Source: an optimization exercise on an open RTL-to-GDS flow (aim: small area). Production flows keep margins and buffers that such runs may drop. Only simulation tests tie the RTL to the original design; equivalence was not proved. No activity file was given, so power comes from the tool's default toggle rates.

==> flow/design.v <==
package bnn_spi_pkg;
  typedef logic [7:0] byte_t;
  typedef logic [6:0] img_addr_t;
  typedef logic [9:0] score_t;
  typedef logic [3:0] class_t;
  typedef logic [9:0] tmo_cnt_t;
  localparam int IMG_BITS       = 900;
  localparam int IMG_BYTES      = 113;
  localparam int LAST_BYTE_BITS = 4;
  localparam int NUM_CLASSES    = 10;
  localparam byte_t     LAST_BYTE_MASK = 8'((1 << LAST_BYTE_BITS) - 1);
  localparam img_addr_t LAST_ADDR      = 7'(IMG_BYTES - 1);
  localparam img_addr_t FULL_PTR       = 7'(IMG_BYTES);
  localparam byte_t STATUS_REQUEST_CODE = 8'hFE;
  localparam byte_t IMG_TX_REQUEST_CODE = 8'hBF;
  localparam int       TIMEOUT_CYCLES = 1024;
  localparam tmo_cnt_t TMO_LAST       = 10'(TIMEOUT_CYCLES - 1);
  typedef enum logic [2:0] {
    S_IDLE           = 3'd0,
    S_RX_CMD         = 3'd1,
    S_CMD_LATCH      = 3'd2,
    S_IMG_RX         = 3'd3,
    S_CMD_DISPATCH   = 3'd4,
    S_STATUS_READY   = 3'd5,
    S_WAIT_INFERENCE = 3'd6,
    S_CLEAR          = 3'd7
  } ctrl_state_t;
  function automatic byte_t weight_byte(input class_t c, input img_addr_t a);
    byte_t addr_v;
    byte_t mult_v;
    byte_t offs_v;
    addr_v = 8'(a);
    mult_v = 8'(c) * 8'd2 + 8'd3;
    offs_v = 8'(c) * 8'd29;
    weight_byte = addr_v * mult_v + offs_v;
  endfunction
endpackage
`timescale 1ns/1ps
module spi_byte_rx (
  input  logic               clk,
  input  logic               rst_n,
  input  logic               spi_sclk,
  input  logic               spi_mosi,
  input  logic               spi_cs_n,
  input  logic               byte_taken,
  output bnn_spi_pkg::byte_t rx_data,
  output logic               byte_valid,
  output logic               cs_n_sync
);
  logic [2:0] pin_s1;
  logic [2:0] pin_s2;
  logic       sclk_prev;
  logic       sclk_rise;
  logic       mosi_sync;
  logic [2:0] bit_cnt;
  bnn_spi_pkg::byte_t shift_reg;
  always_ff @(posedge clk or negedge rst_n) begin
    if (!rst_n) begin
      pin_s1 <= 3'b100;
      pin_s2 <= 3'b100;
    end else begin
      pin_s1 <= {spi_cs_n, spi_mosi, spi_sclk};
      pin_s2 <= pin_s1;
    end
  end
  assign cs_n_sync = pin_s2[2];
  assign mosi_sync = pin_s2[1];
  assign sclk_rise = pin_s2[0] & ~sclk_prev;
  always_ff @(posedge clk) begin
    if (!cs_n_sync && sclk_rise) begin
      shift_reg <= {shift_reg[6:0], mosi_sync};
    end
  end
  assign rx_data = shift_reg;
  always_ff @(posedge clk or negedge rst_n) begin
    if (!rst_n) begin
      sclk_prev  <= 1'b0;
      bit_cnt    <= 3'd0;
      byte_valid <= 1'b0;
    end else begin
      sclk_prev <= pin_s2[0];
      if (cs_n_sync) begin
        bit_cnt    <= 3'd0;
        byte_valid <= 1'b0;
      end else if (sclk_rise) begin
        bit_cnt    <= bit_cnt + 3'd1;
        byte_valid <= (bit_cnt == 3'd7);
      end else if (byte_taken) begin
        byte_valid <= 1'b0;
      end
    end
  end
endmodule
`timescale 1ns/1ps
module ctrl_fsm (
  input  logic                     clk,
  input  logic                     rst_n,
  input  logic                     cs_n_sync,
  input  bnn_spi_pkg::byte_t       rx_data,
  input  logic                     byte_valid,
  input  logic                     buffer_full,
  input  logic                     buffer_empty,
  input  logic                     result_ready,
  output logic                     byte_taken,
  output logic                     buffer_write_enable,
  output logic                     clear_buffer,
  output logic                     bnn_start,
  output logic                     status_ready,
  output logic                     send_image,
  output bnn_spi_pkg::ctrl_state_t fsm_state
);
  bnn_spi_pkg::ctrl_state_t ctrl_state;
  bnn_spi_pkg::ctrl_state_t next_state;
  bnn_spi_pkg::byte_t       command_byte;
  bnn_spi_pkg::tmo_cnt_t    timeout_cnt;
  logic cs_prev;
  logic byte_valid_prev;
  logic cs_falling;
  logic cs_rising;
  logic byte_rise;
  logic timeout;
  logic rx_active;
  logic status_req;
  logic img_req;
  always_ff @(posedge clk or negedge rst_n) begin
    if (!rst_n) begin
      cs_prev         <= 1'b1;
      byte_valid_prev <= 1'b0;
    end else begin
      cs_prev         <= cs_n_sync;
      byte_valid_prev <= byte_valid;
    end
  end
  assign cs_falling = ~cs_n_sync & cs_prev;
  assign cs_rising  = cs_n_sync & ~cs_prev;
  assign byte_rise  = byte_valid & ~byte_valid_prev;
  assign rx_active  = (ctrl_state == bnn_spi_pkg::S_RX_CMD) ||
                      (ctrl_state == bnn_spi_pkg::S_IMG_RX);
  always_ff @(posedge clk) begin
    if (ctrl_state == bnn_spi_pkg::S_RX_CMD && byte_rise) begin
      command_byte <= rx_data;
    end
  end
  always_ff @(posedge clk or negedge rst_n) begin
    if (!rst_n) begin
      status_req <= 1'b0;
      img_req    <= 1'b0;
    end else if (ctrl_state == bnn_spi_pkg::S_CMD_LATCH) begin
      status_req <= (command_byte == bnn_spi_pkg::STATUS_REQUEST_CODE);
      img_req    <= (command_byte == bnn_spi_pkg::IMG_TX_REQUEST_CODE);
    end else if (ctrl_state == bnn_spi_pkg::S_IDLE) begin
      status_req <= 1'b0;
      img_req    <= 1'b0;
    end
  end
  always_ff @(posedge clk or negedge rst_n) begin
    if (!rst_n) begin
      timeout_cnt <= '0;
    end else if (rx_active && !byte_rise) begin
      timeout_cnt <= timeout_cnt + 1'b1;
    end else begin
      timeout_cnt <= '0;
    end
  end
  assign timeout = (timeout_cnt == bnn_spi_pkg::TMO_LAST);
  always_ff @(posedge clk or negedge rst_n) begin
    if (!rst_n) begin
      ctrl_state <= bnn_spi_pkg::S_IDLE;
    end else begin
      ctrl_state <= next_state;
    end
  end
  always_comb begin
    next_state = ctrl_state;
    case (ctrl_state)
      bnn_spi_pkg::S_IDLE: begin
        if (cs_falling) next_state = bnn_spi_pkg::S_RX_CMD;
      end
      bnn_spi_pkg::S_RX_CMD: begin
        if (timeout) next_state = bnn_spi_pkg::S_IDLE;
        else if (byte_rise) next_state = bnn_spi_pkg::S_CMD_LATCH;
      end
      bnn_spi_pkg::S_CMD_LATCH: next_state = bnn_spi_pkg::S_CMD_DISPATCH;
      bnn_spi_pkg::S_CMD_DISPATCH: begin
        if (img_req) next_state = bnn_spi_pkg::S_IMG_RX;
        else if (status_req) next_state = bnn_spi_pkg::S_STATUS_READY;
        else next_state = bnn_spi_pkg::S_IDLE;
      end
      bnn_spi_pkg::S_STATUS_READY: next_state = bnn_spi_pkg::S_IDLE;
      bnn_spi_pkg::S_IMG_RX: begin
        if (buffer_full) next_state = bnn_spi_pkg::S_WAIT_INFERENCE;
        else if (cs_rising || timeout) next_state = bnn_spi_pkg::S_CLEAR;
      end
      bnn_spi_pkg::S_WAIT_INFERENCE: begin
        if (result_ready) next_state = bnn_spi_pkg::S_CLEAR;
      end
      bnn_spi_pkg::S_CLEAR: begin
        if (buffer_empty) next_state = bnn_spi_pkg::S_IDLE;
      end
      default: next_state = bnn_spi_pkg::S_IDLE;
    endcase
  end
  always_comb begin
    byte_taken          = 1'b0;
    buffer_write_enable = 1'b0;
    clear_buffer        = 1'b0;
    bnn_start           = 1'b0;
    case (ctrl_state)
      bnn_spi_pkg::S_RX_CMD: byte_taken = byte_rise;
      bnn_spi_pkg::S_IMG_RX: begin
        byte_taken          = byte_rise;
        buffer_write_enable = byte_rise & ~buffer_full;
      end
      bnn_spi_pkg::S_WAIT_INFERENCE: bnn_start = 1'b1;
      bnn_spi_pkg::S_CLEAR: clear_buffer = 1'b1;
      default: ;
    endcase
  end
  always_ff @(posedge clk or negedge rst_n) begin
    if (!rst_n) begin
      status_ready <= 1'b0;
    end else if (ctrl_state == bnn_spi_pkg::S_CMD_DISPATCH && !img_req && status_req) begin
      status_ready <= 1'b1;
    end else if (cs_falling) begin
      status_ready <= 1'b0;
    end
  end
  always_ff @(posedge clk or negedge rst_n) begin
    if (!rst_n) begin
      send_image <= 1'b0;
    end else if (ctrl_state == bnn_spi_pkg::S_CMD_DISPATCH && img_req) begin
      send_image <= 1'b1;
    end else if (next_state == bnn_spi_pkg::S_IDLE) begin
      send_image <= 1'b0;
    end
  end
  assign fsm_state = ctrl_state;
endmodule
`timescale 1ns/1ps
module image_buffer (
  input  logic                   clk,
  input  logic                   rst_n,
  input  logic                   buffer_write_enable,
  input  bnn_spi_pkg::byte_t     wr_data,
  input  logic                   clear_buffer,
  input  bnn_spi_pkg::img_addr_t rd_addr,
  output bnn_spi_pkg::byte_t     rd_data,
  output logic                   buffer_full,
  output logic                   buffer_empty
);
  bnn_spi_pkg::byte_t     mem [bnn_spi_pkg::IMG_BYTES];
  bnn_spi_pkg::img_addr_t wr_ptr;
  bnn_spi_pkg::img_addr_t wr_ptr_next;
  always_comb begin
    wr_ptr_next = wr_ptr;
    if (clear_buffer) wr_ptr_next = '0;
    else if (buffer_write_enable) wr_ptr_next = wr_ptr + 7'd1;
  end
  always_ff @(posedge clk or negedge rst_n) begin
    if (!rst_n) begin
      wr_ptr       <= '0;
      buffer_full  <= 1'b0;
      buffer_empty <= 1'b1;
    end else begin
      wr_ptr       <= wr_ptr_next;
      buffer_full  <= (wr_ptr_next == bnn_spi_pkg::FULL_PTR);
      buffer_empty <= (wr_ptr_next == '0);
    end
  end
  always_ff @(posedge clk) begin
    if (buffer_write_enable && !clear_buffer) mem[wr_ptr] <= wr_data;
    rd_data <= mem[rd_addr];
  end
endmodule
`timescale 1ns/1ps
module bnn_classifier (
  input  logic                   clk,
  input  logic                   rst_n,
  input  logic                   bnn_start,
  input  bnn_spi_pkg::byte_t     rd_data,
  output bnn_spi_pkg::img_addr_t rd_addr,
  output logic                   result_ready,
  output bnn_spi_pkg::class_t    result_out
);
  typedef enum logic [1:0] {
    C_IDLE,
    C_SCAN,
    C_FINISH,
    C_DONE
  } cls_state_t;
  cls_state_t             cls_state;
  logic                   start_prev;
  logic                   d_vld;
  logic                   d_last;
  bnn_spi_pkg::img_addr_t d_addr;
  bnn_spi_pkg::byte_t     d_mask;
  bnn_spi_pkg::score_t    scores [bnn_spi_pkg::NUM_CLASSES];
  bnn_spi_pkg::score_t    best_score;
  bnn_spi_pkg::class_t    best_class;
  always_ff @(posedge clk or negedge rst_n) begin
    if (!rst_n) begin
      cls_state    <= C_IDLE;
      start_prev   <= 1'b0;
      rd_addr      <= '0;
      d_vld        <= 1'b0;
      d_last       <= 1'b0;
      result_ready <= 1'b0;
      result_out   <= '0;
    end else begin
      start_prev   <= bnn_start;
      d_vld        <= (cls_state == C_SCAN);
      d_last       <= (cls_state == C_SCAN) && (rd_addr == bnn_spi_pkg::LAST_ADDR);
      result_ready <= 1'b0;
      case (cls_state)
        C_IDLE: begin
          rd_addr <= '0;
          if (bnn_start && !start_prev) cls_state <= C_SCAN;
        end
        C_SCAN: begin
          rd_addr <= rd_addr + 7'd1;
          if (rd_addr == bnn_spi_pkg::LAST_ADDR) cls_state <= C_FINISH;
        end
        C_FINISH: begin
          if (!d_vld) begin
            result_out   <= best_class;
            result_ready <= 1'b1;
            cls_state    <= C_DONE;
          end
        end
        default: begin
          if (!bnn_start) cls_state <= C_IDLE;
        end
      endcase
    end
  end
  always_ff @(posedge clk) begin
    d_addr <= rd_addr;
  end
  assign d_mask = d_last ? bnn_spi_pkg::LAST_BYTE_MASK : 8'hFF;
  always_ff @(posedge clk) begin
    for (int c = 0; c < bnn_spi_pkg::NUM_CLASSES; c++) begin
      if (cls_state == C_IDLE) begin
        scores[c] <= '0;
      end else if (d_vld) begin
        scores[c] <= scores[c] + 10'($countones(
          ~(rd_data ^ bnn_spi_pkg::weight_byte(4'(c), d_addr)) & d_mask));
      end
    end
  end
  always_comb begin
    best_score = scores[0];
    best_class = '0;
    for (int c = 1; c < bnn_spi_pkg::NUM_CLASSES; c++) begin
      if (scores[c] > best_score) begin
        best_score = scores[c];
        best_class = 4'(c);
      end
    end
  end
endmodule
`timescale 1ns/1ps
module bnn_spi_top (
  input  logic                     clk,
  input  logic                     rst_n,
  input  logic                     spi_sclk,
  input  logic                     spi_mosi,
  input  logic                     spi_cs_n,
  output bnn_spi_pkg::class_t      result_out,
  output logic                     result_ready,
  output logic                     status_ready,
  output logic                     send_image,
  output bnn_spi_pkg::ctrl_state_t fsm_state
);
  bnn_spi_pkg::byte_t     rx_data;
  logic                   byte_valid;
  logic                   byte_taken;
  logic                   cs_n_sync;
  logic                   buffer_write_enable;
  logic                   clear_buffer;
  logic                   buffer_full;
  logic                   buffer_empty;
  logic                   bnn_start;
  bnn_spi_pkg::img_addr_t rd_addr;
  bnn_spi_pkg::byte_t     rd_data;
  spi_byte_rx spi_byte_rx_i (
    .clk        (clk),
    .rst_n      (rst_n),
    .spi_sclk   (spi_sclk),
    .spi_mosi   (spi_mosi),
    .spi_cs_n   (spi_cs_n),
    .byte_taken (byte_taken),
    .rx_data    (rx_data),
    .byte_valid (byte_valid),
    .cs_n_sync  (cs_n_sync)
  );
  ctrl_fsm ctrl_fsm_i (
    .clk                 (clk),
    .rst_n               (rst_n),
    .cs_n_sync           (cs_n_sync),
    .rx_data             (rx_data),
    .byte_valid          (byte_valid),
    .buffer_full         (buffer_full),
    .buffer_empty        (buffer_empty),
    .result_ready        (result_ready),
    .byte_taken          (byte_taken),
    .buffer_write_enable (buffer_write_enable),
    .clear_buffer        (clear_buffer),
    .bnn_start           (bnn_start),
    .status_ready        (status_ready),
    .send_image          (send_image),
    .fsm_state           (fsm_state)
  );
  image_buffer image_buffer_i (
    .clk                 (clk),
    .rst_n               (rst_n),
    .buffer_write_enable (buffer_write_enable),
    .wr_data             (rx_data),
    .clear_buffer        (clear_buffer),
    .rd_addr             (rd_addr),
    .rd_data             (rd_data),
    .buffer_full         (buffer_full),
    .buffer_empty        (buffer_empty)
  );
  bnn_classifier bnn_classifier_i (
    .clk          (clk),
    .rst_n        (rst_n),
    .bnn_start    (bnn_start),
    .rd_data      (rd_data),
    .rd_addr      (rd_addr),
    .result_ready (result_ready),
    .result_out   (result_out)
  );
endmodule
==> flow/run.sh <==
#!/bin/bash
# synth_recipe.tcl (not shown) runs the flow's synth.tcl, then flattens the netlist and writes it again
# the make line also repeats each setting of config.mk as NAME=value (left out here)
make -C /OpenROAD-flow-scripts/flow DESIGN_CONFIG=/design/flow/config.mk WORK_HOME=/design/flow/orfs CLKGATE_MAP_FILE= SYNTH_SCRIPT=/design/flow/synth_recipe.tcl finish
==> flow/config.mk <==
export PLATFORM = sky130hd
export DESIGN_NAME = bnn_spi_top
export DESIGN_NICKNAME = bnn_spi_top
export VERILOG_FILES = /design/flow/design.v
export SDC_FILE = /design/flow/constraint.sdc
export NUM_CORES = 4
export LEC_CHECK = 0
export CAP_MARGIN = 20
export CORE_MARGIN = 2
export CORE_UTILIZATION = 40
export SLEW_MARGIN = 20
==> flow/constraint.sdc <==
create_clock -name core_clock -period 20.0 [get_ports {clk}]
set_input_delay 4.0000 -clock core_clock [delete_from_list [all_inputs] [get_ports {clk}]]
set_output_delay 4.0000 -clock core_clock [all_outputs]
set_load 0.01 [all_outputs]
==> metrics.md <==
| Metric | Value |
|---|---|
| Worst Setup Path Type | reg2reg |
| Power share of the combinational group | 0.8% |
| Slowest stage cell, crit path | o32a_1 |
| Slew Limit Fails | 0 |
| Pin count of the biggest net entering global routing | 133 |
| Slew Limit Headroom | 26.3% |
| GPL Wtd Cong | 0.811 |
| Top cells by count, synth | 920 x edfxtp_1, 347 x nor2_1, 300 x ha_1 |
| Area growth from synthesis to layout | 11.9% |
| Clock power frac | 45.8% |
| Row count | 133 |
| PnR Total Power | 4610 µW |
| Post-synth ARST share | 5.13% |
| Nets@finish | 3845 |
| Synth warn | 5 |
| Status | finished clean |
| Psw | 920 µW |
| CP required | 20.64 ns |
| Synth top area share | 52.5% |
| Crit start category | register |
| CTS tree | built |
| Sequential fraction of design power | 53.4% |
| Synth Instances | 3400 |
| Max incr delay on CP | 0.45 ns |
| Die area | 135000 µm² |
| Largest regs | image_buffer_i.mem: 904 flops, bnn_classifier_i.scores: 100 flops, ctrl_fsm_i.timeout_cnt: 10 flops |
| Max_cap viols | 0 |
| Die width | 367 µm |
| Post-synthesis cell type count | 76 |
| Top cells by area, synth | edfxtp_1 52%, mux4_2 13%, ha_1 7.1% |
| Fin crit share | 92.4% |
| IO Port Bufs | 14 |
| Worst VDD drop | 0.0000882 V |
| Iteration count of the initial detailed-routing pass | 7 |
| Core area | 131000 µm² |
| # setup viols final | 0 |
| Clk Tree Root Cell | clkbuf_16 |
| CP Capture Type | register |
| Final wirelength | 118000 µm |
| DRT antenna net count | 0 |
| Power Dens Cells | 78.2 nW/µm² |
| Hold_buf cts | 0 |
| Static leakage | 0.0205 µW |
| Fmax | 0.0541 GHz |
| Most used cell, CP | o21a_1 |
| Gr usage total | 17.7% |
| #FFs+latches synth | 1091 |
| Most frequent cell after synthesis | edfxtp_1 |
| Final hold vios | 0 |
| Largest Register | image_buffer_i.mem |
| Routed wire per std cell | 22.2 µm |
| Die height | 367 µm |
| Cell internal pwr | 3690 µW |
| Measured slew at the worst slew-check pin | 1.10 ns |
| Non-Filler Instances | 5308 |
| Most used flip-flop cell after synthesis | edfxtp_1 |
| Syn_nets | 3788 |
| IO Pins | 15 |
| Critical path arrival | 19.11 ns |
| Longest Clk Path Bufs | 3 |
| Initial DRC Count | 2251 |
| Hpwl dp | 77600 µm |
| CTS H-tree lvls | 3 |
| Yosys top cell by area | edfxtp_1 |
| Mean Syn Cell Area | 15.5 µm² |
| Worst R2R Start | bnn_classifier_i.scores[0][6] |
| Vias/cell | 5.29 |
| Via count | 28100 |
| CP startpoint | bnn_classifier_i.scores[0][6] |
| Worst skew pair latency | 0.74 ns |
| Total gr overflow | 0 |
| Worst Skew | 0.0562 ns |
| Share of the yosys chip area belonging to registers | 59.5% |
| Initial antenna violation count | 2 |
| Top fanout value on the critical path | 22 |
| CTS Sinks | 1091 |
| Global-route wire length before repair | 182000 µm |
| Number of enable flip-flop cells after synthesis | 920 |
| CTS clock-pin slew for the worst setup and hold paths | 0.06 ns |
| Netlist Area Pre-Place | 52600 µm² |
| Placed insts | 5084 |
| Crit path time final | 18.47 ns |
| Layout cells sized above 1 | 16.4% |
| Reg2reg setup slack | 1.53 ns |
| Hold WC Path Type | reg2reg |
| DRC Markers | 0 |
| Switching Fraction | 20.0% |
| Vias in the first global route | 28900 |
| Initial core utilization | 40.1% |
| Number of flip-flops in the largest register | 904 |
| CTS Buf Count | 110 |
| Min-Delay Startpoint | spi_byte_rx_i.pin_s1[1] |
## worst paths after layout
kind / end / depth (start not counted)
worst max-delay path: bnn_classifier_i.result_out[2] / 100
worst min-delay path: spi_byte_rx_i.pin_s2[1] / 0
worst max register to register: bnn_classifier_i.result_out[2] / 100
worst min register to register: spi_byte_rx_i.pin_s2[1] / 0
max in group asynchronous: bnn_classifier_i.rd_addr[0] / 2
min in group asynchronous: spi_byte_rx_i.sclk_prev / 2
## cell type report
class | count | area (µm²)
inverters | 209 | 788
diodes | 1 | 2.50
fillers | 11600 | 72200
multi-input cells | 1967 | 20100
clock inverters | 53 | 668
clock buffers | 154 | 3090
well taps | 1755 | 2200
repair buffers | 78 | 688
flip-flops and latches | 1091 | 31400
## cell families (layout without fill, tap and decap cells)
kind of cell / Yosys count / count (layout) / share of synthesized area (%)
buf+inv: 343 / 494 / 2.48
fa+ha+maj: 383 / 383 / 10.3
simple gates: 641 / 642 / 5.46
xor+xnor: 220 / 220 / 3.66
other cells: 0 / 1 / 0
mux: 374 / 374 / 14.2
compound gates: 348 / 348 / 4.38
flops: 1091 / 1091 / 59.5
## through the flow
stage	utilization, %	setup TNS (ns)	hold WS, ns	area, µm²	setup WS, ns
3_5_place_dp	41.9	-0.0731	0.336	54900	-0.0436
5_1_grt	44.9	-0.0827	0.361	58900	-0.0514
6_report	44.9	0	0.348	58900	1.53
4_1_cts	44.7	0	0.345	58700	0.145
2_1_floorplan	-	0	0.331	52600	2.62
3_3_place_gp	41.8	0	0.336	54900	0.437
## power groups by stage
stage / combinational, µW / sequential, µW / clock (µW)
detailed placement: 38.5 / 2510 / 0
global route: 42.6 / 2460 / 2240
floorplan: 15.8 / 2510 / 0
finish: 37.6 / 2460 / 2110
CTS: 38.4 / 2460 / 2160
global placement: 37.6 / 2500 / 0
## layout by cell type, fill, tap and decap left out, types with 35 or more instances in the layout
| cell type | netlist | final |
|---|---|---|
| o21ai_0 | 69 | 68 |
| dfrtp_1 | 52 | 47 |
| edfxtp_1 | 920 | 920 |
| fa_1 | 83 | 83 |
| mux2i_1 | 61 | 56 |
| dfxtp_1 | 115 | 115 |
| nand2_1 | 99 | 99 |
| nor2_1 | 347 | 344 |
| xor2_1 | 89 | 89 |
| a21o_1 | 36 | 36 |
| xnor2_1 | 131 | 131 |
| inv_1 | 207 | 207 |
| buf_4 | 0 | 56 |
| ha_1 | 300 | 299 |
| nand3_1 | 36 | 35 |
| a21oi_1 | 86 | 85 |
| mux4_2 | 296 | 296 |
| clkbuf_16 | 0 | 111 |
| nor2b_1 | 41 | 41 |
## critical path, delay by kind of cell, from the launching register on
kind | cells | cell delay (ns)
compound gates | 54 | 9.65
simple gates | 21 | 2.64
fa+ha+maj | 9 | 2.55
buf+inv | 12 | 2.05
mux | 4 | 1.10
flops | 1 | 0.41
## layer usage
metal | GRT usage [%] | up-vias | wire [µm]
met4 | 3.62 | 0 | 1950
met2 | 27.9 | 600 | 55000
met1 | 25.6 | 14400 | 54900
met3 | 3.30 | 137 | 6210
met5 | 0 | - | 0
li1 | - | 13000 | -
## repair_timing
action                     4_1_cts  5_1_grt
gates cloned                     0        1
pin swaps                        0        4
setup buffers                    0       14
resized for setup                2       21
setup endpoints to repair        4        4

-- afterwards: timing with drivers on the ports --
No port has a modelled driver above. Below, the same layout with a new extraction and two added sets of constraints.
Step 1 assumes that a clkbuf_16 drives the clock port and a buf_2 every other input.
Step 2 adds t to the input delays and takes it off the output delays; t is the mean of the earliest and latest rising clock arrival at the registers after step 1. Input paths then give back, and output paths get back, about the clock's delay inside the block.
Three values: ideal ports, drivers, drivers and shift; two values: the first two.
t, ns: 0.791
setup WS [ns]: 1.529 / 1.529 / 1.529
worst hold slack (ns): 0.348 / 0.348 / 0.348
worst data-port slew with drivers (ns): 0.04
After both steps this run still meets setup and hold. For this run, drivers alone change the setup slack by 0.000 ns; drivers and shift together by 0.000 ns.
